Context: an optimization exercise on an open-source flow, tuned for small area, a short achievable clock period and few clock cycles per item. The choices shown serve that exercise and are no tape-out recipe. The RTL was checked by simulation tests, not by an equivalence proof against the original design.

File: standard.sh
#!/bin/bash
# synth_recipe.tcl (not shown) runs the flow's synth.tcl, then flattens the netlist and writes it again
# the make line also repeats each setting of config.mk as NAME=value (left out here)
make -C /OpenROAD-flow-scripts/flow DESIGN_CONFIG=/design/flow/config.mk WORK_HOME=/design/flow/orfs CLKGATE_MAP_FILE= SYNTH_SCRIPT=/design/flow/synth_recipe.tcl "${@:-finish}"
File: design.v
package ex_muldiv_pkg;
    localparam int XLEN = 32;
    localparam logic [4:0] ALU_NOP  = 5'h00;
    localparam logic [4:0] ALU_MULT = 5'h18;
    localparam logic [4:0] ALU_DIV  = 5'h1A;
    localparam int MUL_K  = 8;
    localparam int MUL_NG = 5;
    localparam int DIV_W  = 35;
endpackage
module ex_muldiv_div_iter
(
    input  logic [ex_muldiv_pkg::XLEN-1:0]  rem_i,
    input  logic [ex_muldiv_pkg::DIV_W-1:0] dvs_i,
    input  logic                            cin_i,
    output logic [ex_muldiv_pkg::XLEN-1:0]  rem_o,
    output logic                            qbit_o
);
    logic [ex_muldiv_pkg::XLEN:0] diff;
    ex_muldiv_bkadd #(.W(ex_muldiv_pkg::XLEN)) u_add (
        .a_i    (rem_i),
        .b_i    (dvs_i[ex_muldiv_pkg::XLEN-1:0]),
        .cin_i  (cin_i),
        .sum_o  (diff[ex_muldiv_pkg::XLEN-1:0]),
        .cout_o (diff[ex_muldiv_pkg::XLEN])
    );
    assign qbit_o = diff[ex_muldiv_pkg::XLEN] & (&dvs_i[ex_muldiv_pkg::DIV_W-1:ex_muldiv_pkg::XLEN]);
    assign rem_o  = qbit_o ? diff[ex_muldiv_pkg::XLEN-1:0] : rem_i;
endmodule
module ex_muldiv_bkadd
#(
    parameter int W = 32
) (
    input  logic [W-1:0] a_i,
    input  logic [W-1:0] b_i,
    input  logic         cin_i,
    output logic [W-1:0] sum_o,
    output logic         cout_o
);
    localparam int LV = $clog2(W);
    logic [W-1:0] p, g, pp, gg;
    always_comb begin
        p  = a_i ^ b_i;
        g  = a_i & b_i;
        gg = g;
        pp = p;
        gg[0] = g[0] | (p[0] & cin_i);
        for (int l = 0; l < LV; l++)
            for (int i = 2*(1<<l)-1; i < W; i = i + 2*(1<<l)) begin
                gg[i] = gg[i] | (pp[i] & gg[i-(1<<l)]);
                pp[i] = pp[i] & pp[i-(1<<l)];
            end
        for (int l = LV-2; l >= 0; l--)
            for (int i = 3*(1<<l)-1; i < W; i = i + 2*(1<<l)) begin
                gg[i] = gg[i] | (pp[i] & gg[i-(1<<l)]);
                pp[i] = pp[i] & pp[i-(1<<l)];
            end
    end
    assign sum_o  = p ^ {gg[W-2:0], cin_i};
    assign cout_o = gg[W-1];
endmodule
module ex_muldiv
(
    input  logic            clk,
    input  logic            rst,
    input  logic [4:0]      ALUop_i,
    input  logic            signed_i,
    input  logic [ex_muldiv_pkg::XLEN-1:0] oprand1_i,
    input  logic [ex_muldiv_pkg::XLEN-1:0] oprand2_i,
    input  logic            flush_i,
    output logic            pauseRequest_o,
    output logic            valid_o,
    output logic [1:0]      writeHILO_o,
    output logic [ex_muldiv_pkg::XLEN-1:0] HI_o,
    output logic [ex_muldiv_pkg::XLEN-1:0] LO_o
);
    localparam int XL = ex_muldiv_pkg::XLEN;
    localparam int K  = ex_muldiv_pkg::MUL_K;      
    localparam int NG = ex_muldiv_pkg::MUL_NG;     
    localparam int ND = K / 2;                     
    localparam int WD = ex_muldiv_pkg::DIV_W;      
    localparam int WX = XL + 2 + K + 2;            
    localparam int WL = K * NG;                    
    logic is_mult, is_div, is_op;
    assign is_mult = (ALUop_i == ex_muldiv_pkg::ALU_MULT);
    assign is_div  = (ALUop_i == ex_muldiv_pkg::ALU_DIV);
    assign is_op   = is_mult | is_div;
    logic sa, sb;
    assign sa = signed_i & oprand1_i[XL-1];
    assign sb = signed_i & oprand2_i[XL-1];
    logic            busy_q, done_q, dsh_q;
    logic [NG-1:0]   gsel_q;          
    logic            div_q, cin_q, negq_q, negr_q;
    logic [4:0]      cnt_q;
    logic [5:0]      lza_q, lzb_q;    
    logic [3*ND-1:0] bc_q;            
    logic [2*XL-1:0] acc_q;           
    logic [WD-1:0]   x_q;             
    function automatic logic [NG-1:0] lastg(input logic [XL-1:0] v, input logic sgn);
        logic [XL:0] m;
        m = {sgn, v} ^ {(XL+1){sgn}};
        for (int j = 0; j < NG; j++) begin
            if (K*(j+1)-1 > XL) lastg[j] = 1'b1;
            else                lastg[j] = ~|(m >> (K*(j+1)-1));
        end
    endfunction
    logic [NG-1:0] lasta, lastb, last, top;
    logic          swap, msgn;
    logic [XL-1:0] mplr;
    assign lasta = lastg(oprand1_i, sa);
    assign lastb = lastg(oprand2_i, sb);
    assign swap  = |(lasta & ~lastb);
    assign last  = swap ? lasta : lastb;
    assign top   = last & ~{last[NG-2:0], 1'b0};         
    assign mplr  = swap ? oprand1_i : oprand2_i;
    assign msgn  = swap ? sa : sb;
    logic [WL:0] bx;
    assign bx = {{(WL-XL){msgn}}, mplr, 1'b0};
    logic [NG-1:0] fsel;
    logic [K:0]    win;
    assign fsel = busy_q ? (gsel_q >> 1) : top;
    always_comb begin
        win = '0;
        for (int j = 0; j < NG; j++)
            win = win | (bx[K*j +: K+1] & {(K+1){fsel[j]}});
    end
    logic [3*ND-1:0] bc_next;
    always_comb begin
        for (int i = 0; i < ND; i++) begin
            logic b0, b1, b2;
            b0 = win[2*i];
            b1 = win[2*i+1];
            b2 = win[2*i+2];
            bc_next[3*i]   = b1 ^ b0;                                    
            bc_next[3*i+1] = (b2 & ~b1 & ~b0) | (~b2 & b1 & b0);         
            bc_next[3*i+2] = b2;                                         
        end
    end
    logic [WD-1:0] m1, m2;
    assign m1 = x_q;
    assign m2 = {x_q[WD-2:0], 1'b0};
    logic [ND+1:0][WX-1:0] term;
    always_comb begin
        logic [WX-1:0] negv;
        negv = '0;
        for (int i = 0; i < ND; i++) begin
            logic [WD-1:0] pp;
            pp = ((bc_q[3*i] ? m1 : '0) | (bc_q[3*i+1] ? m2 : '0)) ^ {WD{bc_q[3*i+2]}};
            term[i+1] = WX'({{(WX-WD){pp[WD-1]}}, pp} << (2*i));
            negv[2*i] = bc_q[3*i+2];
        end
        term[0]    = {2'b00, acc_q[WX-K-3:0], negv[K-1:0]};
        term[ND+1] = '0;
    end
    function automatic logic [2*WX-1:0] csa(input logic [WX-1:0] x, y, z);
        logic [WX-1:0] s, c;
        s = x ^ y ^ z;
        c = ((x & y) | (x & z) | (y & z)) << 1;
        csa = {s, c};
    endfunction
    logic [2*XL-WX+1:0] up_0, up_p1, up_m1;
    assign up_0  = acc_q[2*XL-K-1:WX-K-2];
    ex_muldiv_bkadd #(.W(2*XL-WX+2)) u_upp (
        .a_i (up_0), .b_i ('0), .cin_i (1'b1), .sum_o (up_p1), .cout_o ()
    );
    ex_muldiv_bkadd #(.W(2*XL-WX+2)) u_upm (
        .a_i (up_0), .b_i ('1), .cin_i (1'b0), .sum_o (up_m1), .cout_o ()
    );
    logic [WX-1:0]   lsum, s4, c4;
    logic [2*XL-1:0] prod_next;
    assign lsum = s4 + c4;
    always_comb begin
        logic [WX-1:0] s1, c1, s2, c2, s3, c3;
        {s1, c1} = csa(term[1], term[2], term[3]);
        {s2, c2} = csa(s1, c1, term[4]);
        {s4, c4} = csa(s2, c2, term[0]);
        {s3, c3} = {2*WX{1'b0}};
        prod_next = {lsum[WX-1] ? up_m1 : (lsum[WX-2] ? up_p1 : up_0), lsum[WX-3:0]};
    end
    function automatic logic [5:0] lzc32(input logic [31:0] x);
        logic [31:0] v;
        logic [4:0]  z;
        v = x;
        z[4] = ~|v[31:16]; if (z[4]) v = {v[15:0], 16'b0};
        z[3] = ~|v[31:24]; if (z[3]) v = {v[23:0], 8'b0};
        z[2] = ~|v[31:28]; if (z[2]) v = {v[27:0], 4'b0};
        z[1] = ~|v[31:30]; if (z[1]) v = {v[29:0], 2'b0};
        z[0] = ~v[31];
        lzc32 = (x == '0) ? 6'd32 : {1'b0, z};
    endfunction
    logic [5:0] lza, lzb;
    logic [6:0] sh;
    logic       dz, noq;
    assign lza = lzc32(oprand1_i ^ {XL{sa}});
    assign lzb = lzc32(oprand2_i ^ {XL{sb}});
    assign dz  = (oprand2_i == '0);
    assign sh  = {1'b0, lzb_q} + 7'(negr_q) - {1'b0, lza_q};
    logic [XL:0] sma;
    always_comb begin
        sma = {1'b0, oprand1_i ^ {XL{sa}}};
        for (int d = 1; d < XL; d = d * 2) sma = sma | (sma >> d);
        sma = sa ? {sma[XL-1:0], 1'b1} : sma;
    end
    assign noq = |({1'b0, oprand2_i ^ {XL{sb}}} & ~sma) | dz;
    logic [XL-1:0] rem1, rem2;
    logic          q1, q2;
    ex_muldiv_div_iter u_step1 (
        .rem_i  (acc_q[2*XL-1:XL]),
        .dvs_i  (x_q),
        .cin_i  (cin_q),
        .rem_o  (rem1),
        .qbit_o (q1)
    );
    ex_muldiv_div_iter u_step2 (
        .rem_i  (rem1),
        .dvs_i  ({x_q[WD-1], x_q[WD-1:1]}),
        .cin_i  (cin_q),
        .rem_o  (rem2),
        .qbit_o (q2)
    );
    logic [XL-1:0] neg_hi, neg_lo;
    ex_muldiv_bkadd #(.W(XL)) u_neg_hi (
        .a_i (acc_q[2*XL-1:XL] ^ {XL{negr_q}}), .b_i ('0), .cin_i (negr_q), .sum_o (neg_hi), .cout_o ()
    );
    ex_muldiv_bkadd #(.W(XL)) u_neg_lo (
        .a_i (acc_q[XL-1:0] ^ {XL{negq_q}}), .b_i ('0), .cin_i (negq_q), .sum_o (neg_lo), .cout_o ()
    );
    logic            busy_d, done_d, dsh_d;
    logic [NG-1:0]   gsel_d;
    logic            div_d, cin_d, negq_d, negr_d;
    logic [4:0]      cnt_d;
    logic [5:0]      lza_d, lzb_d;
    logic [3*ND-1:0] bc_d;
    logic [2*XL-1:0] acc_d;
    logic [WD-1:0]   x_d;
    always_comb begin
        busy_d = 1'b0;
        done_d = 1'b0;
        dsh_d  = 1'b0;
        gsel_d = fsel;
        div_d  = is_div;
        cin_d  = ~sb;
        negq_d = is_div & ~dz & (sa ^ sb);
        negr_d = is_div & sa & ~noq;
        cnt_d  = cnt_q - 5'd1;
        lza_d  = lza;
        lzb_d  = lzb;
        bc_d   = bc_next;
        acc_d  = is_div ? {oprand1_i, dz ? {XL{1'b1}} : {XL{1'b0}}} : '0;
        x_d    = (is_div | swap) ? {{(WD-XL){sb}}, oprand2_i} : {{(WD-XL){sa}}, oprand1_i};
        if (dsh_q) begin
            x_d    = ((x_q << 1) << {sh[5:1], 1'b0}) ^ {WD{cin_q}};
            cnt_d  = sh[5:1] + 5'd1;
            acc_d  = {neg_hi, acc_q[XL-1:0]};
            busy_d = 1'b1;
        end else if (busy_q && div_q) begin
            acc_d = {rem2, acc_q[XL-3:0], q1, q2};
            x_d   = {{2{x_q[WD-1]}}, x_q[WD-1:2]};
            if (cnt_q == 5'd1) done_d = 1'b1;
            else               busy_d = 1'b1;
        end else if (busy_q) begin
            acc_d = prod_next;
            if (gsel_q[0]) done_d = 1'b1;
            else           busy_d = 1'b1;
        end else if (is_op && !done_q) begin
            if (is_div) begin
                if (noq) done_d = 1'b1;
                else     dsh_d  = 1'b1;
            end else begin
                busy_d = 1'b1;
            end
        end
        if (flush_i) begin
            busy_d = 1'b0;
            done_d = 1'b0;
            dsh_d  = 1'b0;
        end
    end
    always_ff @(posedge clk or negedge rst) begin
        if (!rst) begin
            busy_q <= 1'b0;
            done_q <= 1'b0;
            dsh_q  <= 1'b0;
        end else begin
            busy_q <= busy_d;
            done_q <= done_d;
            dsh_q  <= dsh_d;
        end
    end
    always_ff @(posedge clk) begin
        gsel_q <= gsel_d;
        div_q  <= div_d;
        cin_q  <= cin_d;
        negq_q <= negq_d;
        negr_q <= negr_d;
        cnt_q  <= cnt_d;
        lza_q  <= lza_d;
        lzb_q  <= lzb_d;
        bc_q   <= bc_d;
        acc_q  <= acc_d;
        x_q    <= x_d;
    end
    assign HI_o = neg_hi;
    assign LO_o = neg_lo;
    assign pauseRequest_o = is_op & ~done_q;
    assign valid_o        = done_q;
    assign writeHILO_o    = {done_q, done_q};
endmodule
File: config.mk
export PLATFORM = sky130hd
export DESIGN_NAME = ex_muldiv
export DESIGN_NICKNAME = ex_muldiv
export VERILOG_FILES = /design/flow/design.v
export SDC_FILE = /design/flow/constraint.sdc
export NUM_CORES = 4
export LEC_CHECK = 0
export ABC_AREA = 1
export CAP_MARGIN = 20
export CORE_MARGIN = 2
export CORE_UTILIZATION = 47
export SLEW_MARGIN = 20
File: constraint.sdc
create_clock -name core_clock -period 12.0 [get_ports {clk}]
set_input_delay 2.4000 -clock core_clock [delete_from_list [all_inputs] [get_ports {clk}]]
set_output_delay 2.4000 -clock core_clock [all_outputs]
set_load 0.01 [all_outputs]
File: flow/run.sh
#!/bin/bash
set -euo pipefail
bash standard.sh BUFFER_PORTS_ARGS="-buffer_cell sky130_fd_sc_hd__buf_1" SETUP_SLACK_MARGIN=6 finish > standard_flow.log 2>&1
==> notes.md, run 1 <==
- Post-synthesis cell count: 3875
- Worst hold path type: register to register
- Minimum setup slack in the final design: 5.976 ns
- Antenna violations before repair: 1
- Layout cells sized above 1: 6.944%
- Top cell type's share of synthesized area: 15.02%
- Syn-to-layout area delta: 10.12%
- Fin area: 27520 um2
- Place WS: 4.718 ns
- Die Y: 234.6 um
- Critical path data arrival time: 3.62 ns
- Detailed-route vias per instance: 5.853
- Antenna viol nets, final: 0
- Fmax: 166.0 MHz
- Most common cell after layout, fill and taps aside: nand2_1
- Final Setup Violations: 0
- Core Box Area: 52550 um2
- Worst Clk Skew: 0.01662 ns
- H-tree depth: 4
- Post-synth EDFFs: 33
- Commonest cells after routing, fill and taps aside: nand2_1, inv_1, nor2_1, nand3_1, o21ai_0
- Final Core Density: 52.37%
- Largest stage delay, worst path: 0.45 ns
- Met3 Use GR: 7.861%
- Nets: 4328
- Hold depth: 2
- Initial Util: 47.56%
- R2R Path Start: x_q[26]
- Min-Delay Endpoint: cnt_q[2]
- Port bufs: 140
- Post-synthesis sequential area ratio: 12.60%
- Drt first pass iters: 5
- FF+latch count, synth: 140
- GRT met2 Usage: 59.74%
- Global-route wire length before repair: 155800 um
- Cts bufs inserted: 17
- Final number of max-transition violations: 0
- Status: finished clean
- Clock buffer depth: 2
- Synth area leaders: nand2_1, fa_1, ha_1
- Worst hold slack: 0.5217 ns
- Critical path launch point type: register
- CTS hold repair buffers: 0
- Root Driver: clkbuf_16
- Type of destination of the critical path: primary output
- Reg2reg end: acc_q[46]
- Met1 usage: 47.34%
- Crit-path max FO: 4
- DPL Wire Length: 80040 um
- Grt total ovfl: 0
- Mapped cell area: 24990 um2
- Ys Warns: 3
- CP max-delay cell: dfxtp_4
- Yosys cell types: 58
- Asr flop ratio synth: 2.143%
- CP cell instances: xor2_2 > ha_4 > nand2_4 > nor2_4 > nand2_2 > nor2_4 > nand4_1 > nor2_2 > and3_4 > and3_4 > and2_4 > nand4_1 > nor2_1 > ha_2 > xnor2_2 > xor2_1 > buf_2
- Synth Area per Inst: 6.449 um2
- Vias in the first global route: 25770
- Area leader, netlist: nand2_1
- DP Area: 25860 um2
- CP required: 9.60 ns
- ANT cells: 0
- Most used routing layer: met2
- Clk slew on worst S/H paths: 0.06 ns
- Site Rows: 84
- Die span in x: 234.6 um
- Period utilisation layout: 50.20%
- Vias: 27120
- WL/cell: 22.52 um
- Gpl congestion: 1.003
- Crit path kind: register to primary output
- Die ar.: 55030 um2
- Slew @ Worst Pin: 1.044 ns
- Bufs and invs on worst path: 1
- Top_reg_cell synth: dfxtp_1
- Slew headroom: 29.65%
- Cell family with most CP delay: simple AND/OR/NAND/NOR gates
- Largest net degree at the start of global routing: 71
- Period minus WS final: 6.024 ns
- I/O pins: 141
- Number of max-cap violations: 0
- Setup TNS: 0 ns
- GRT Overall Usage: 37.61%
- DRC: 0
- Mapped Nets: 4270
- RSZ-0062 raised after global routing: true
- Final Hold Violating Endpoints: 0
- CTS tree: built
- Reg2Reg Setup Slack: 6.28 ns
- CTS sink cnt: 140
- Clk latency of the worst-skew pair: 0.51 ns
- DR iter-0 viols: 3012
- Worst r2r path cells: 24
- HP Start: cnt_q[2]
- WL final: 104300 um
==> through the flow <==
stage	cells
after global placement	4546
after CTS	4609
after global routing	4634
final	4634
after floorplan	3875
after detailed placement	4547
==> final cells by class <==
class / count / area, um2
clock inverter: 10 / 101.3
inverter: 474 / 1833
timing repair buffer: 230 / 1401
fill: 5601 / 25030
tap: 688 / 860.8
clock buffer: 22 / 518.0
sequential: 140 / 3172
timing repair inverter: 1 / 7.507
multi-input combinational: 3069 / 19630
==> cell families (layout without fill, tap and decap cells) <==
kind of cell / Yosys count / in the layout / synth area share, %
AND/OR/NAND/NOR: 1679 / 1680 / 28.12
buffers and inverters: 667 / 737 / 10.47
AO/OA/AOI/OAI: 762 / 762 / 17.73
multiplexers: 3 / 3 / 0.1202
flip-flops: 140 / 140 / 12.60
XOR/XNOR: 302 / 302 / 10.58
adder cells (fa/ha/maj): 322 / 322 / 20.39
==> synthesized netlist by cell type (all sizes together), types with 3 or more instances <==
library cell	number
nand2	1009
inv	440
nor2	290
o21ai	284
nand3	278
xor2	226
ha	180
a21oi	172
o22ai	157
fa	142
clkbuf	136
dfxtp	104
xnor2	76
buf	57
clkinv	34
edfxtp	33
nor3	25
a22oi	23
o211ai	23
nand4	22
nand3b	21
o221ai	20
a31oi	15
o21a	14
a21o	13
o21bai	10
o2111ai	9
and3	8
or2	8
a21boi	6
nor4	6
a221oi	5
and2	5
nor3b	5
o31ai	4
a211oi	3
dfrtp	3
mux2i	3
==> sequential cells by signal (all words and copies together) (netlist names) <==
register and flops:
acc_q 64, bc_q 12, busy_q 1, cin_q 1, cnt_q 5, div_q 1, done_q 1, dsh_q 1
gsel_q 5, lza_q 6, lzb_q 6, negq_q 1, negr_q 1, x_q 35
==> how the worst max path moves through the flow <==
stage / cells past startpoint / end / slack (ns) / start
after floorplan: 21 / LO_o[31] / 6.02 / negq_q
after global placement: 15 / HI_o[31] / 4.71 / negr_q
after detailed placement: 15 / HI_o[31] / 4.72 / negr_q
after CTS: 17 / HI_o[31] / 5.88 / negr_q
after global routing: 17 / HI_o[31] / 5.78 / negr_q
final: 17 / HI_o[31] / 5.98 / negr_q
==> metal layers <==
| metal | wire length, um | up-vias |
|---|---|---|
| met4 | 6650 | 2 |
| met2 | 46500 | 1310 |
| met1 | 42730 | 12680 |
| met5 | 52 | - |
| met3 | 8409 | 292 |
| li1 | - | 12840 |
==> worst register-to-register path, cell delays in order (launching register included) <==
cell and delay [ns]:
dfxtp_1 0.54, clkinv_2 0.37, o22ai_1 0.29, xor2_1 0.25, fa_1 0.48, fa_1 0.52, inv_1 0.06, fa_1 0.44
ha_1 0.38, nand2_1 0.12, nor2_1 0.16, inv_1 0.11, nor4_2 0.44, nand3_1 0.16, nand3_1 0.12, nand2_1 0.05
nand2_1 0.08, buf_6 0.27, clkinvlp_4 0.19, buf_4 0.18, nand2_1 0.12, nand3_1 0.11, nand2_1 0.10, nand2_1 0.06
nand3_1 0.07
==> what timing repair did <==
| item | in CTS | in global routing |
|---|---|---|
| pin swaps | 15 | 22 |
| gates cloned | 2 | 5 |
| endpoints found under the setup margin | 81 | 61 |
| resized for setup | 86 | 62 |
| setup buffers | 28 | 20 |
Testbench counts, summed over its fixed seeds: cycles 14,207, ops 3,200.
==> inputs of run 2 (changes only) <==
--- a/config.mk
+++ b/config.mk
@@ -9,4 +9,4 @@
 export CAP_MARGIN = 20
 export CORE_MARGIN = 2
-export CORE_UTILIZATION = 47
+export CORE_UTILIZATION = 35
 export SLEW_MARGIN = 20
==> notes.md, run 2 <==
- Status: finished clean
- Site Rows: 97 (+15%)
- Detailed-route vias per instance: 5.534 (-5.5%)
- Crit path kind: register to primary output
- GRT met2 Usage: 44.59% (-15 points)
- Final Core Density: 39.60% (-13 points)
- Number of max-cap violations: 0 (unchanged)
- I/O pins: 141 (unchanged)
- Cts bufs inserted: 17 (unchanged)
- Synth area leaders: nand2_1, fa_1, ha_1
- GRT Overall Usage: 27.52% (-10 points)
- Post-synth top cells: nand2_1, inv_1, nor2_1, nand3_1, o21ai_0
- CTS hold repair buffers: 0 (unchanged)
- CTS tree: built
- Root Driver: clkbuf_16
- Type of destination of the critical path: primary output
- Fill cells: 7718 (+38%)
- Mapped cell area: 24990 um2 (unchanged)
- DPL Wire Length: 80440 um (+0.50%)
- Antenna violations before repair: 3 (+2)
- Top-count cell post-synth: nand2_1
- Die span in x: 271.2 um (+16%)
- Ys Warns: 3 (unchanged)
- Worst hold path type: register to register
- Clk slew on worst S/H paths: 0.07 ns (about the same)
- Asr flop ratio synth: 2.143% (unchanged)
- WL/cell: 21.16 um (-6.0%)
- CTS sink cnt: 140 (unchanged)
- Final number of max-transition violations: 0 (unchanged)
- DR iter-0 viols: 2871 (-4.7%)
- ANT cells: 0 (unchanged)
- Number of flip-flops in the largest register: 64 (unchanged)
- Crit-path max FO: 9 (+5)
- Period utilisation layout: 50.71% (+0.51 points)
- Nets: 4334 (+0.14%)
- Vias: 27070 (-0.19%)
- Setup TNS: 0 ns (unchanged)
- Top flop regs: acc_q x64, x_q x35, bc_q x12
- Fmax: 164.3 MHz (-1.0%)
- Critical path data arrival time: 3.69 ns (+0.07 ns)
- Initial Util: 35.50% (-12 points)
- Critical path launch point type: register
- Area leader, netlist: nand2_1
- Met1 usage: 36.31% (-11 points)
- Period minus WS final: 6.086 ns (+0.06176 ns)
- Layout cells sized above 1: 7.110% (+0.17 points)
- Post-synthesis cell count: 3875 (unchanged)
- Syn-to-layout area delta: 11.54%
- Slew @ Worst Pin: 0.9698 ns (-0.07431 ns)
- Grt total ovfl: 0 (unchanged)
- Largest net degree at the start of global routing: 71 (unchanged)
- Vias in the first global route: 25600 (-0.66%)
- Synth Area per Inst: 6.449 um2 (unchanged)
- Most common cell after layout, fill and taps aside: nand2_1
- H-tree depth: 4 (unchanged)
- Commonest cells after routing, fill and taps aside: nand2_1, inv_1, nand3_1, nor2_1, o21ai_0
- Post-synthesis sequential area ratio: 12.60% (unchanged)
- Register area: 3174 um2 (about the same)
- Mapped Nets: 4270 (unchanged)
- FF+latch count, synth: 140 (unchanged)
- DRC: 0 (unchanged)
- Worst Clk Skew: 0.01487 ns (-0.001744 ns)
- Port bufs: 140 (unchanged)
- Global-route wire length before repair: 155900 um (about the same)
- Die ar.: 73560 um2 (+34%)
- Gpl congestion: 0.9771 (-2.6%)
- Clock buffer depth: 2 (unchanged)
- Die Y: 271.2 um (+16%)
- Yosys cell types: 58 (unchanged)
- WL final: 103500 um (-0.80%)
- Clk latency of the worst-skew pair: 0.51 ns (about the same)
- Core Box Area: 70390 um2 (+34%)
- Met3 Use GR: 3.547% (-4.3 points)
- Most used routing layer: met2
- Reg with most FFs: acc_q
- RSZ-0062 raised after global routing: true
- CP required: 9.60 ns (about the same)
- Top_reg_cell synth: dfxtp_1
- Slew headroom: 35.27% (+5.6 points)
- Final Setup Violations: 0 (unchanged)
- Post-synth EDFFs: 33 (unchanged)
- Drt first pass iters: 6 (+1)
- Multi-input gate area: 19630 um2 (about the same)
- Final Hold Violating Endpoints: 0 (unchanged)
- Antenna viol nets, final: 0 (unchanged)
- Top cell type's share of synthesized area: 15.02% (unchanged)
run 2: cell counts after synthesis:
No cell type changed its count.
run 2: path summary, 6_finish.rpt:
kind	slack, ns	from	end	cells past startpoint
min in group asynchronous	1.71	rst	done_q	1
hold reg to reg	0.54	cnt_q[2]	cnt_q[2]	2
setup / recovery	5.91	negr_q	HI_o[31]	18
max in group asynchronous	10.08	rst	busy_q	1
setup reg to reg	6.33	x_q[4]	acc_q[40]	21
hold / removal	0.54	cnt_q[2]	cnt_q[2]	2
run 2: final cells by class:
| class | count | area share [%] |
|---|---|---|
| multi-input cells | 3068 | 70.40 |
| flip-flops and latches | 140 | 11.39 |
| inverters | 474 | 6.611 |
| repair buffers | 237 | 5.305 |
| well taps | 940 | 4.219 |
| clock buffers | 21 | 1.652 |
| clock inverters | 11 | 0.3950 |
| repair inverters | 1 | 0.02693 |
run 2: kinds of logic after synthesis:
group,count (synthesis),synth area share [%]
buffers and inverters,667,10.47
xor gates and xnor gates,302,10.58
and+or+nand+nor,1679,28.12
muxes,3,0.1202
DFF,140,12.60
adders and majority gates,322,20.39
AOI/OAI and AO/OA,762,17.73
run 2: metal layers:
metal / vias to the layer above / wire length [um]
met5: - / 10
met4: 2 / 5368
met3: 214 / 7844
met2: 1263 / 46930
met1: 12730 / 43350
li1: 12860 / -
run 2: repair_timing:
action	in CTS	in global routing
resized for setup	81	84
pin swaps	18	20
cloned	2	2
setup endpoints to repair	82	89
buffers inserted	36	16
run 2: critical path, cell delays in order (launching register included):
cell and delay [ns]:
dfxtp_2 0.34, buf_12 0.14, buf_12 0.13, inv_4 0.06
buf_12 0.15, nand2_1 0.09, nand3_2 0.11, nor2_4 0.13
nand4_1 0.15, nor2_2 0.16, and3_4 0.21, and3_4 0.20
and2_4 0.14, nand4_1 0.16, nor2_1 0.16, ha_2 0.23
xnor2_2 0.13, xor2_2 0.25, buf_2 0.18
run 2: through the flow:
step | setup slack [ns] | hold slack [ns] | area [um2] | cells
detailed placement | 4.998 | 0.5300 | 26200 | 4803
global route | 5.709 | 0.5682 | 27880 | 4892
global placement | 5.192 | 0.5215 | 26200 | 4803
floorplan | 6.017 | 0.4900 | 24990 | 3875
CTS | 5.743 | 0.5388 | 27350 | 4873
finish | 5.914 | 0.5427 | 27880 | 4892
==> inputs of run 3 (changes only) <==
==> flow/run.sh (replaced) <==
#!/bin/bash
set -euo pipefail
bash standard.sh BUFFER_PORTS_ARGS="-buffer_cell sky130_fd_sc_hd__buf_1" SETUP_SLACK_MARGIN=6.5 finish > standard_flow.log 2>&1
--- a/config.mk
+++ b/config.mk
@@ -6,7 +6,6 @@
 export NUM_CORES = 4
 export LEC_CHECK = 0
-export ABC_AREA = 1
 export CAP_MARGIN = 20
 export CORE_MARGIN = 2
-export CORE_UTILIZATION = 35
+export CORE_UTILIZATION = 40
 export SLEW_MARGIN = 20
==> notes.md, run 3 <==
- Core Box Area: 61710 um2 (-12%)
- Final Core Density: 49.86% (+10 points)
- Finished Layout Cells: 4168 (-15%)
- Slew headroom: 27.75% (-7.5 points)
- CP max-delay cell: a2111oi_4
- Synth area leaders: fa_1, ha_1, dfxtp_1
- Drt first pass iters: 9 (+3)
- Period utilisation layout: 49.69% (-1.0 points)
- DPL Wire Length: 68900 um (-14%)
- Clk slew on worst S/H paths: 0.07 ns (about the same)
- Bufs and invs on worst path: 6 (+1)
- Cts bufs inserted: 17 (unchanged)
- CP required: 12.34 ns (+2.74 ns)
- Nets: 3712 (-14%)
- Largest stage delay, worst path: 0.43 ns (+0.09 ns)
- GRT Overall Usage: 30.26% (+2.7 points)
- Cell family with most CP delay: compound AO/OA/AOI/OAI gates
- Final Setup Violations: 0 (unchanged)
- Synth Area per Inst: 7.877 um2 (+22%)
- Post-synthesis sequential area ratio: 12.62% (+0.023 points)
- Fmax: 167.7 MHz (+2.1%)
- Reg with most FFs: acc_q
- Area leader, netlist: fa_1
- Clock buffer depth: 2 (unchanged)
- Setup TNS: 0 ns (unchanged)
- Vias in the first global route: 24170 (-5.6%)
- Final number of max-transition violations: 0 (unchanged)
- Gpl congestion: 0.9978 (+2.1%)
- Antenna violations before repair: 2 (-1)
- Port bufs: 140 (unchanged)
- Die ar.: 64380 um2 (-12%)
- RSZ-0062 raised after global routing: true
- Placed Instances: 3933 (-18%)
- Most frequent CP cell: fa_2
- Syn-to-layout area delta: 23.34%
- Yosys cell types: 101 (+74%)
- Slew @ Worst Pin: 1.054 ns (+0.08374 ns)
- CTS hold repair buffers: 0 (unchanged)
- Antenna viol nets, final: 0 (unchanged)
- Top_reg_cell synth: dfxtp_1
- DR iter-0 viols: 3059 (+6.5%)
- WL/cell: 24.29 um (+15%)
- Top cell type's share of synthesized area: 11.40% (-3.6 points)
- Period minus WS final: 5.963 ns (-0.1229 ns)
- Ys Warns: 3 (unchanged)
- DRC: 0 (unchanged)
- Worst Clk Skew: 0.01585 ns (+0.0009817 ns)
- Die Y: 253.7 um (-6.4%)
- Fin area: 30770 um2 (+10%)
- Post-synth top cells: a21oi_1, nand2_1, nor2_1, xnor2_1, clkbuf_1
- Critical path launch point type: register
- DP Area: 25960 um2 (-0.91%)
- Layout cells sized above 1: 19.46% (+12 points)
- Clk latency of the worst-skew pair: 0.50 ns (about the same)
- Mapped Nets: 3562 (-17%)
- I/O pins: 141 (unchanged)
- Site Rows: 91 (-6.2%)
- CTS tree: built
- Die span in x: 253.7 um (-6.4%)
- Crit-path max FO: 5 (-4)
- Worst hold path type: register to register
- Post-synth EDFFs: 33 (unchanged)
- Worst hold slack: 0.5045 ns (-0.03820 ns)
- Commonest cells after routing, fill and taps aside: a21oi_1, nand2_1, xnor2_1, nor2_1, buf_4
- Global-route wire length before repair: 148500 um (-4.7%)
- Mapped cell area: 24950 um2 (-0.19%)
- Asr flop ratio synth: 2.143% (unchanged)
- Number of max-cap violations: 0 (unchanged)
- Status: finished clean
- Number of flip-flops in the largest register: 64 (unchanged)
- Critical path data arrival time: 6.30 ns (+2.61 ns)
- Initial Util: 40.42% (+4.9 points)
- H-tree depth: 4 (unchanged)
- CTS sink cnt: 140 (unchanged)
- Root Driver: clkbuf_16
- Top flop regs: acc_q x64, x_q x35, bc_q x12
- Detailed-route vias per instance: 6.176 (+12%)
- FF+latch count, synth: 140 (unchanged)
- Vias: 25740 (-4.9%)
- Crit path kind: register to register
- Type of destination of the critical path: register
- Grt total ovfl: 0 (unchanged)
- WL final: 101200 um (-2.2%)
- Post-synthesis cell count: 3167 (-18%)
- Largest net degree at the start of global routing: 95 (+34%)
- Top-count cell post-synth: a21oi_1
- Final Hold Violating Endpoints: 0 (unchanged)
==> run 3: repair_timing <==
| action | CTS | global route |
|---|---|---|
| pin swaps | 137 | 97 |
| resized for setup | 328 | 181 |
| setup endpoints to repair | 128 | 75 |
| cloned | 16 | 9 |
| buffers inserted | 136 | 41 |
==> run 3: metrics by stage <==
| step | worst slack, ns |
|---|---|
| after floorplan | 6.426 |
| after global placement | 4.202 |
| after detailed placement | 3.967 |
| after CTS | 6.209 |
| after global routing | 5.903 |
| final | 6.037 |
==> run 3: cells by family after synthesis <==
logic type      share of synthesized area (%)
compound gates                          24.11
xor+xnor                                13.76
fa+ha+maj                               20.42
buf+inv                                 7.183
flops                                   12.62
mux                                     6.054
simple gates                            15.85
==> run 3: layer usage <==
metal | part of all wire (%) | vias to the layer above | global-route usage (%)
met1 | 41 | 12270 | 41.04
met5 | 0 | - | 0
li1 | - | 11580 | -
met3 | 11 | 325 | 6.033
met2 | 43 | 1560 | 45.56
met4 | 5.7 | 0 | 15.28
==> run 3: path summary, 6_finish.rpt <==
check	cells after the start	slack, ns	start	end
max	28	6.04	cin_q	acc_q[61]
min	1	0.50	cnt_q[0]	cnt_q[0]
max reg2reg	28	6.04	cin_q	acc_q[61]
min reg2reg	1	0.50	cnt_q[0]	cnt_q[0]
max in group asynchronous	1	10.14	rst	dsh_q
min in group asynchronous	1	1.70	rst	done_q
==> run 3: worst register-to-register path, delay by kind of cell (launching register included) <==
family | cells | cell delay [ns]
and+or+nand+nor | 7 | 0.99
adders and majority gates | 4 | 1.15
buffers and inverters | 6 | 0.80
DFF | 1 | 0.36
xor gates and xnor gates | 1 | 0.14
AOI/OAI and AO/OA | 10 | 2.36
==> run 3: cell type report <==
class                           count  area (um2)
Inverter                          191       728.2
Clock buffer                       19       442.9
Timing Repair Buffer              398        3441
Antenna cell                        1       2.502
Clock inverter                     13       165.2
Tap cell                          837        1047
Multi-Input combinational cell   2569       21670
Sequential cell                   140        3269
Fill cell                        5874       30940
==> inputs of run 4 (changes only) <==
==> flow/run.sh (replaced) <==
#!/bin/bash
set -euo pipefail
bash standard.sh BUFFER_PORTS_ARGS="-buffer_cell sky130_fd_sc_hd__buf_1" SETUP_SLACK_MARGIN=5.75 finish > standard_flow.log 2>&1
==> notes.md, run 4 <==
- Number of max-cap violations: 0 (unchanged)
- Status: finished clean
- Critical path launch point type: register
- Antenna viol nets, final: 0 (unchanged)
- Die ar.: 64380 um2 (unchanged)
- Worst Clk Skew: 0.02247 ns (+0.006617 ns)
- Setup TNS: 0 ns (unchanged)
- Yosys cell types: 101 (unchanged)
- Top cell type's share of synthesized area: 11.40% (unchanged)
- DRC: 0 (unchanged)
- Area leader, netlist: fa_1
- Clk latency of the worst-skew pair: 0.50 ns (about the same)
- Largest stage delay, worst path: 0.45 ns (+0.02 ns)
- Clock buffer depth: 2 (unchanged)
- Vias: 24360 (-5.4%)
- CTS sink cnt: 140 (unchanged)
- Vias in the first global route: 23110 (-4.4%)
- Nets: 3560 (-4.1%)
- Post-synthesis cell count: 3167 (unchanged)
- Cts bufs inserted: 17 (unchanged)
- Top_reg_cell synth: dfxtp_1
- Grt total ovfl: 0 (unchanged)
- GRT Overall Usage: 28.71% (-1.5 points)
- Antenna violations before repair: 1 (-1)
- Slew headroom: 25.29% (-2.5 points)
- Mapped Nets: 3562 (unchanged)
- Ys Warns: 3 (unchanged)
- Worst hold path type: register to register
- FF+latch count, synth: 140 (unchanged)
- Global-route wire length before repair: 140900 um (-5.1%)
- Final number of max-transition violations: 0 (unchanged)
- CP max-delay cell: a2111oi_4
- Fill cells: 6349 (+8.1%)
- Drt first pass iters: 7 (-2)
- I/O pins: 141 (unchanged)
- Slew @ Worst Pin: 1.121 ns (+0.06699 ns)
- Mapped cell area: 24950 um2 (unchanged)
- Die span in x: 253.7 um (unchanged)
- Initial Util: 40.42% (unchanged)
- Synth area leaders: fa_1, ha_1, dfxtp_1
- Most common cell after layout, fill and taps aside: a21oi_1
- Syn-to-layout area delta: 10.50%
- Period minus WS final: 6.101 ns (+0.1380 ns)
- WL final: 94180 um (-7.0%)
- DPL Wire Length: 69100 um (+0.29%)
- RSZ-0062 raised after global routing: false
- Crit-path max FO: 11 (+6)
- Commonest cells after routing, fill and taps aside: a21oi_1, nand2_1, nor2_1, xnor2_1, inv_1
- Layout cells sized above 1: 8.779% (-11 points)
- Minimum setup slack in the final design: 5.899 ns (-0.1380 ns)
- Core Box Area: 61710 um2 (unchanged)
- Type of destination of the critical path: register
- Crit path kind: register to register
- Reg2Reg Setup Slack: 5.90 ns (-0.14 ns)
- CTS tree: built
- Gpl congestion: 0.9628 (-3.5%)
- Root Driver: clkbuf_16
- DR iter-0 viols: 2680 (-12%)
- CTS hold repair buffers: 0 (unchanged)
- Site Rows: 91 (unchanged)
- CP required: 12.34 ns (about the same)
- Reg with most FFs: acc_q
- Final Setup Violations: 0 (unchanged)
- Period utilisation layout: 50.84% (+1.1 points)
- Asr flop ratio synth: 2.143% (unchanged)
- Largest net degree at the start of global routing: 70 (-26%)
- Port bufs: 140 (unchanged)
- Critical path data arrival time: 6.44 ns (+0.14 ns)
- Post-synth EDFFs: 33 (unchanged)
- H-tree depth: 4 (unchanged)
- Top flop regs: acc_q x64, x_q x35, bc_q x12
- Die Y: 253.7 um (unchanged)
- Fmax: 163.9 MHz (-2.3%)
- Final Core Density: 44.67% (-5.2 points)
- Number of flip-flops in the largest register: 64 (unchanged)
- Top-count cell post-synth: a21oi_1
- Post-synth top cells: a21oi_1, nand2_1, nor2_1, xnor2_1, clkbuf_1
- WL/cell: 23.45 um (-3.5%)
- Place WS: 3.893 ns (-0.07330 ns)
- Final Hold Violating Endpoints: 0 (unchanged)
- Clk slew on worst S/H paths: 0.07 ns (about the same)
- Synth Area per Inst: 7.877 um2 (unchanged)
- Detailed-route vias per instance: 6.063 (-1.8%)
- Post-synthesis sequential area ratio: 12.62% (unchanged)
[run 4: path summary, 6_finish.rpt]
kind,depth (start not counted),startpoint,to
worst max-delay path,29,cin_q,acc_q[59]
max in group asynchronous,1,rst,dsh_q
worst max register to register,29,cin_q,acc_q[59]
min in group asynchronous,1,rst,dsh_q
worst min register to register,1,cnt_q[0],cnt_q[0]
worst min-delay path,1,cnt_q[0],cnt_q[0]
[run 4: what timing repair did]
action | CTS | global route
gates resized for setup | 52 | 72
gates cloned | 4 | 3
pin swaps | 6 | 24
hold endpoints to repair | 0 | 0
buffers inserted | 9 | 21
setup endpoints to repair | 91 | 46
[run 4: area by class of cell]
type | count | area (um2) | share of cell area [%]
timing repair buffer | 247 | 1610 | 5.842
multi-input combinational | 2568 | 20420 | 74.09
tap | 837 | 1047 | 3.799
clock inverter | 12 | 98.84 | 0.3586
inverter | 191 | 720.7 | 2.615
sequential | 140 | 3181 | 11.54
antenna | 2 | 5.005 | 0.01816
clock buffer | 20 | 478.0 | 1.734
[run 4: layer usage]
layer	up-vias	GRT usage [%]	part of all wire, %
li1	11260	-	-
met1	11610	38.33	42
met2	1226	44.13	44
met3	259	4.937	8.7
met4	2	15.48	5.6
met5	-	0	0.014
[run 4: critical path: cells and delay by family (launching register included)]
kind,cells,cell delay (ns)
adders and majority gates,4,1.38
buffers and inverters,4,0.55
DFF,1,0.36
AOI/OAI and AO/OA,13,2.41
xor gates and xnor gates,1,0.13
and+or+nand+nor,7,1.09
[run 4: logic make-up (layout without fill, tap and decap cells)]
kind of cell | Yosys count | in the layout | share of synthesized area (%)
AOI/OAI and AO/OA | 890 | 891 | 24.11
other | 0 | 2 | 0
muxes | 149 | 149 | 6.054
buffers and inverters | 461 | 470 | 7.183
xor gates and xnor gates | 392 | 392 | 13.76
and+or+nand+nor | 813 | 814 | 15.85
adders and majority gates | 322 | 322 | 20.42
DFF | 140 | 140 | 12.62
[run 4: metrics by stage]
step	hold WS, ns	cells	cell area, um2
final	0.4984	4017	27560
after global placement	0.4729	3946	26050
after floorplan	0.4531	3167	24950
after detailed placement	0.4845	3946	26050
after global routing	0.5428	4015	27560
after CTS	0.4957	3991	27020
==> inputs of run 5 (changes only) <==
==> flow/run.sh (replaced) <==
#!/bin/bash
set -euo pipefail
bash standard.sh BUFFER_PORTS_ARGS="-buffer_cell sky130_fd_sc_hd__buf_1" SETUP_SLACK_MARGIN=6.25 finish > standard_flow.log 2>&1
--- a/config.mk
+++ b/config.mk
@@ -6,4 +6,5 @@
 export NUM_CORES = 4
 export LEC_CHECK = 0
+export ABC_AREA = 1
 export CAP_MARGIN = 20
 export CORE_MARGIN = 2
==> notes.md, run 5 <==
- Status: finished clean
- Synth area leaders: nand2_1, fa_1, ha_1
- Gpl congestion: 1.007 (+4.6%)
- Hold depth: 2 (+1)
- CTS sink cnt: 140 (unchanged)
- Global-route wire length before repair: 154000 um (+9.3%)
- Reg2reg end: acc_q[44]
- Asr flop ratio synth: 2.143% (unchanged)
- Number of max-cap violations: 0 (unchanged)
- Cell family with most CP delay: simple AND/OR/NAND/NOR gates
- WL/cell: 21.59 um (-7.9%)
- Vias in the first global route: 25470 (+10%)
- Initial Util: 40.50% (+0.075 points)
- DR iter-0 viols: 3172 (+18%)
- Syn-to-layout area delta: 13.56%
- Layout cells sized above 1: 9.426% (+0.65 points)
- WL final: 104200 um (+11%)
- Min-Delay Endpoint: cnt_q[2]
- Ys Warns: 3 (unchanged)
- Mapped cell area: 24990 um2 (+0.19%)
- Beginning of the critical path: negr_q
- Top-count cell post-synth: nand2_1
- Slew @ Worst Pin: 1.028 ns (-0.09257 ns)
- Critical path launch point type: register
- Bufs and invs on worst path: 4 (unchanged)
- Largest stage delay, worst path: 0.33 ns (-0.12 ns)
- DPL Wire Length: 78660 um (+14%)
- Clock buffer depth: 2 (unchanged)
- HP Start: cnt_q[2]
- Area leader, netlist: nand2_1
- Period minus WS final: 5.959 ns (-0.1413 ns)
- Most common cell after layout, fill and taps aside: nand2_1
- I/O pins: 141 (unchanged)
- Final Setup Violations: 0 (unchanged)
- Type of destination of the critical path: primary output
- Fmax: 167.8 MHz (+2.4%)
- Antenna viol nets, final: 0 (unchanged)
- Met2 WL: 46330 um (+12%)
- Post-synth EDFFs: 33 (unchanged)
- Worst hold path type: register to register
- Top_reg_cell synth: dfxtp_1
- CP max-delay cell: dfxtp_2
- CTS tree: built
- Crit-path max FO: 6 (-5)
- CP cell instances: buf_12 > buf_8 > xnor2_2 > inv_2 > nand2_2 > nor2_4 > nand2_2 > nor2_4 > nand4_1 > nor2_2 > and3_4 > and3_4 > and2_4 > nand4_1 > nor2_1 > ha_2 > xnor2_2 > xor2_1 > buf_2
- Port bufs: 140 (unchanged)
- DR top layer: met4
- Mapped Nets: 4270 (+20%)
- H-tree depth: 4 (unchanged)
- Yosys cell types: 58 (-43%)
- Die Y: 254.0 um (about the same)
- Worst r2r path cells: 21 (-28%)
- Worst Clk Skew: 0.01749 ns (-0.004983 ns)
- Cts bufs inserted: 17 (unchanged)
- Detailed-route vias per instance: 5.700 (-6.0%)
- Setup TNS: 0 ns (unchanged)
- Top flop regs: acc_q x64, x_q x35, bc_q x12
- DRC: 0 (unchanged)
- Number of flip-flops in the largest register: 64 (unchanged)
- Vias: 27520 (+13%)
- Period utilisation layout: 49.66% (-1.2 points)
- Drt first pass iters: 6 (-1)
- Critical path data arrival time: 3.56 ns (-2.88 ns)
- FF+latch count, synth: 140 (unchanged)
- Commonest cells after routing, fill and taps aside: nand2_1, inv_1, nor2_1, nand3_1, o21ai_0
- Final Hold Violating Endpoints: 0 (unchanged)
- Crit path kind: register to primary output
- RSZ-0062 raised after global routing: true
- Wire length on met1: 42380 um (+7.7%)
- Post-synthesis cell count: 3875 (+22%)
- R2R Path Start: x_q[26]
- Clk slew on worst S/H paths: 0.07 ns (about the same)
- Synth Area per Inst: 6.449 um2 (-18%)
- Top cell type's share of synthesized area: 15.02% (+3.6 points)
- Post-synth top cells: nand2_1, inv_1, nor2_1, nand3_1, o21ai_0
- Core Box Area: 61710 um2 (unchanged)
- GRT Overall Usage: 31.41% (+2.7 points)
- Nets: 4371 (+23%)
- Reg with most FFs: acc_q
- Die ar.: 64490 um2 (+0.18%)
- Fill cells: 6594 (+3.9%)
- Final Core Density: 45.99% (+1.3 points)
- WL met3: 9126 um (+12%)
- Final number of max-transition violations: 0 (unchanged)
- Slew headroom: 31.39% (+6.1 points)
- Site Rows: 91 (unchanged)
- Grt total ovfl: 0 (unchanged)
- Clk latency of the worst-skew pair: 0.51 ns (about the same)
- Root Driver: clkbuf_16
- CP required: 9.60 ns (-2.74 ns)
- Antenna violations before repair: 0 (-1)
- Post-synthesis sequential area ratio: 12.60% (-0.023 points)
- Largest net degree at the start of global routing: 71 (+1.4%)
- Reg2Reg Setup Slack: 6.41 ns (+0.51 ns)
- CTS hold repair buffers: 0 (unchanged)
- Die span in x: 254.0 um (about the same)
-- run 5: cell types whose count changed after synthesis, sizes merged, moves of 51 or more --
cell	before	now
a211oi	54	3
a21oi	249	172
a22oi	143	23
clkbuf	204	136
inv	190	440
mux2i	137	3
nand2	237	1009
nand3	53	278
nor2	233	290
o21ai	135	284
o22ai	22	157
xnor2	223	76
xor2	169	226
-- run 5: metrics by stage --
step	hold slack (ns)	std cells	area, um2	setup slack [ns]
final	0.5401	4827	28380	6.041
after global routing	0.5928	4826	28380	5.806
after CTS	0.5358	4776	27430	5.945
after detailed placement	0.5260	4696	26040	4.748
after global placement	0.5062	4696	26040	4.834
after floorplan	0.4900	3875	25010	6.307
-- run 5: metal layers --
metal	track usage, %	vias to the layer above
li1	-	12950
met1	40.37	12870
met2	49.50	1426
met3	5.900	266
met4	17.46	0
met5	0	-
-- run 5: cell type report --
class / instances / area [um2] / share of cell area [%]
flip-flops and latches: 140 / 3187 / 11.23
repair inverters: 3 / 18.77 / 0.06613
multi-input cells: 3073 / 19910 / 70.16
clock inverters: 12 / 148.9 / 0.5246
inverters: 474 / 1862 / 6.560
repair buffers: 267 / 1725 / 6.079
clock buffers: 20 / 478.0 / 1.684
diodes: 1 / 2.502 / 0.008817
well taps: 837 / 1047 / 3.690
-- run 5: kinds of logic after synthesis --
logic type / count (synthesis) / share of synthesized area (%)
adders and majority gates: 322 / 20.39
AOI/OAI and AO/OA: 762 / 17.73
and+or+nand+nor: 1679 / 28.12
xor gates and xnor gates: 302 / 10.58
buffers and inverters: 667 / 10.47
muxes: 3 / 0.1202
DFF: 140 / 12.60
-- run 5: worst max-delay path by stage --
stage	end	slack, ns	cells after the start
finish	HI_o[31]	6.04	19
detailed placement	acc_q[47]	4.75	22
CTS	HI_o[31]	5.95	18
global route	HI_o[31]	5.81	19
global placement	acc_q[54]	4.83	36
floorplan	HI_o[31]	6.31	20
-- run 5: what timing repair did --
item,CTS,global route
buffers inserted,43,43
resized for setup,113,147
setup endpoints to repair,116,96
pin swaps,16,33
gates cloned,5,7
-- run 5: tightest hold or removal path, delay by kind of cell, from the launching register on --
family	cells	cell delay, ns
compound gates	1	0.07
flops	1	0.34
simple gates	1	0.08

[afterwards: timing with drivers on the ports]
How much do the figures lean on ideal ports? The routed layouts below were timed once more, with nothing changed but the port constraints.
Step 1 assumes that a clkbuf_16 drives the clock port and a buf_2 every other input.
Step 2 moves the port delays by t, midway between the first and last clock arrival at a register: inputs arrive t later, outputs are due t later. That takes back most of the time a late clock gives input paths.
a / b / c = ideal / step 1 / step 2; a / b = the first two.
run	t, ns	setup slack, ns	clock arrival spread, ns
run 1	0.562	5.976 / 5.913 / 5.775	0.017 / 0.017
run 2	0.571	5.914 / 5.850 / 5.766	0.015 / 0.015
run 3	0.551	6.037 / 6.037 / 5.969	0.016 / 0.016
run 4	0.548	5.899 / 5.899 / 5.435	0.023 / 0.023
run 5	0.562	6.041 / 5.976 / 5.948	0.018 / 0.018
After both steps every run listed still meets setup and hold. For run 4, which loses most, drivers alone change the setup slack by 0.000 ns; drivers and shift together by -0.464 ns.
